What follows belongs to an exercise in optimizing a design on an open flow for small area, a short achievable clock period and few clock cycles per item; a production flow would make more cautious choices.
Only simulation tests tie the RTL to the original design; equivalence was not proved.
Power figures rest on the tool's default switching activity, not on a simulated workload.

Design icmp4_to_icmp6_header_translate, start of the top module:
module icmp4_to_icmp6_header_translate
#(
  parameter int PLATEAU_SLOTS = i46_pkg::PLATEAU_SLOTS_DEF
) (
  input  logic                  clk_i,
  input  logic                  rst_ni,
  input  logic                  cfg_we_i,
  input  logic [i46_pkg::CFG_IDX_W-1:0]  cfg_idx_i,
  input  logic [i46_pkg::CFG_DATA_W-1:0] cfg_data_i,
  input  logic                  in_valid_i,
  output logic                  in_ready_o,
  input  logic [7:0]            in_icmp4_type_i,
  input  logic [7:0]            in_icmp4_code_i,
  input  logic [31:0]           in_icmp4_rest_i,
  input  logic [15:0]           in_echo_identifier_i,
  input  logic [15:0]           in_inner_total_length_i,
  input  logic [15:0]           in_out_link_mtu_i,
  input  logic [15:0]           in_in_link_mtu_i,
  output logic                  out_valid_o,
  input  logic                  out_ready_i,
  output logic                  out_verdict_o,
  output logic                  out_is_error_message_o,
  output logic [7:0]            out_msg6_type_o,
  output logic [7:0]            out_msg6_code_o,
  output logic [31:0]           out_icmp6_rest_o
);
Size: ~370 flip-flops, roughly 240 I/O pins.
export LEC_CHECK = 0
export CAP_MARGIN = 20
export CORE_MARGIN = 2
export CORE_UTILIZATION = 40
export CTS_BUF_LIST = sky130_fd_sc_hd__clkbuf_8
export SETUP_SLACK_MARGIN = 2.8
export SLEW_MARGIN = 20
create_clock -name core_clock -period 5.5 [get_ports {clk_i}]
standard.sh (not shown) runs the stock make flow with config.mk's settings and CLKGATE_MAP_FILE= SYNTH_SCRIPT=/design/flow/synth_recipe.tcl, a recipe that flattens the netlist after the stock synthesis.
==> flow/flow/run.sh <==
#!/bin/bash
# The standard layout, with plain buffers on the ports instead of the
# delay buffers buffer_ports picks by default, and a clock tree with larger
# sink clusters and no dummy loads; timing repair does not clone gates.
set -euo pipefail
export BUFFER_PORTS_ARGS="-buffer_cell sky130_fd_sc_hd__buf_1"
export CTS_ARGS="-sink_clustering_enable -repair_clock_nets -dont_use_dummy_load -buf_list sky130_fd_sc_hd__clkbuf_16 -sink_clustering_size 20 -sink_clustering_max_diameter 80"
export SKIP_GATE_CLONING=1
bash standard.sh > standard.log 2>&1
The baseline completed with no timing, DRC or antenna violations.
Testbench counts at the start, summed over its fixed seeds: cycles 8,448, items 8,192.
Next try:
==> flow/flow/run.sh (replaced) <==
#!/bin/bash
# The standard layout, with plain buffers on the ports instead of the
# delay buffers buffer_ports picks by default.
set -euo pipefail
export BUFFER_PORTS_ARGS="-buffer_cell sky130_fd_sc_hd__buf_1"
bash standard.sh > standard.log 2>&1
--- a/flow/config.mk
+++ b/flow/config.mk
@@ -11,3 +11,5 @@
 export CTS_BUF_LIST = sky130_fd_sc_hd__clkbuf_8
-export SETUP_SLACK_MARGIN = 2.8
+export SETUP_SLACK_MARGIN = 2.5
 export SLEW_MARGIN = 20
+export SYNTH_HIERARCHICAL = 1
+export SYNTH_MINIMUM_KEEP_SIZE = 0
- die area climbs by 1.5%
- global-route usage increases by 1.3 points
- first-iteration DRC count came out lower by 9.4%
- wire length rises by 4.5%
- fmax drops by 9.9%
- setup slack gets worse by 0.30 ns
- power increases by 12%
- count of clock-buffer cells in the layout grows by 42
- area after synthesis rose by 1.6%
- hold slack gets worse by 0.013 ns
Next try:
==> flow/flow/run.sh (replaced) <==
#!/bin/bash
# The standard layout, with plain buffers on the ports instead of the
# delay buffers buffer_ports picks by default, and a clock tree with larger
# sink clusters and no dummy loads.
set -euo pipefail
export BUFFER_PORTS_ARGS="-buffer_cell sky130_fd_sc_hd__buf_1"
export CTS_ARGS="-sink_clustering_enable -repair_clock_nets -dont_use_dummy_load -buf_list sky130_fd_sc_hd__clkbuf_16 -sink_clustering_size 20 -sink_clustering_max_diameter 80"
bash standard.sh > standard.log 2>&1
--- a/flow/config.mk
+++ b/flow/config.mk
@@ -7,3 +7,3 @@
 export LEC_CHECK = 0
-export CAP_MARGIN = 20
+export CAP_MARGIN = 5
 export CORE_MARGIN = 2
@@ -11,5 +11,3 @@
 export CTS_BUF_LIST = sky130_fd_sc_hd__clkbuf_8
-export SETUP_SLACK_MARGIN = 2.5
-export SLEW_MARGIN = 20
-export SYNTH_HIERARCHICAL = 1
-export SYNTH_MINIMUM_KEEP_SIZE = 0
+export SETUP_SLACK_MARGIN = 2.8
+export SLEW_MARGIN = 5
=>
- The changed run produced a clean layout
- design area decreases by 1.6%
- via count decreases by 3.2%
- power decreases by 11%
- setup slack is better by 0.31 ns
- global-route usage decreases by 1.3 points
- sequential power hardly moves
Next try:
--- a/flow/config.mk
+++ b/flow/config.mk
@@ -7,3 +7,3 @@
 export LEC_CHECK = 0
-export CAP_MARGIN = 5
+export CAP_MARGIN = 20
 export CORE_MARGIN = 2
@@ -11,3 +11,3 @@
 export CTS_BUF_LIST = sky130_fd_sc_hd__clkbuf_8
-export SETUP_SLACK_MARGIN = 2.8
-export SLEW_MARGIN = 5
+export SETUP_SLACK_MARGIN = 2.72
+export SLEW_MARGIN = 20
Clock power hardly moves; routed wire length went down by 2.1%; cell area went down by 1.1%; synthesized cell count does not change; power went down by 0.40%; sequential power stays flat; via count went down by 1.3%; clock-buffer cell count stays the same; worst setup slack degrades by 0.067 ns.

afterwards: timing with drivers on the ports:
The flow's constraints put no driver on any port. The routed layouts listed below were extracted and timed again, unchanged, in two steps. Step 1: set_driving_cell puts a clkbuf_16 on clk_i and a buf_2 on each other input, an assumption about the parent block. Step 2, shift: input delay + t, output delay - t, t = (earliest + latest rising clock arrival at the registers) / 2. This alone moves slack from input paths to output paths. a / b / c = ideal / step 1 / step 2; a / b = the first two.
run	t (ns)	setup WS [ns]	latest minus earliest clock arrival (ns)	slew at the worst register clock pin (ns)	cell pins on the clock port's net
the first run	0.601	2.788 / 2.788 / 2.239	0.055 / 0.056	0.09 / 0.09	1
the second run	0.686	2.490 / 2.490 / 1.937	0.029 / 0.030	0.07 / 0.07	1
the third run	0.599	2.803 / 2.792 / 2.270	0.052 / 0.053	0.08 / 0.08	1
the fourth run	0.604	2.736 / 2.764 / 2.160	0.038 / 0.038	0.09 / 0.09	1
After both steps setup and hold are still met in every run listed. The setup slack of the fourth run, which loses most, moves by +0.028 ns with the drivers and by -0.576 ns with both steps.
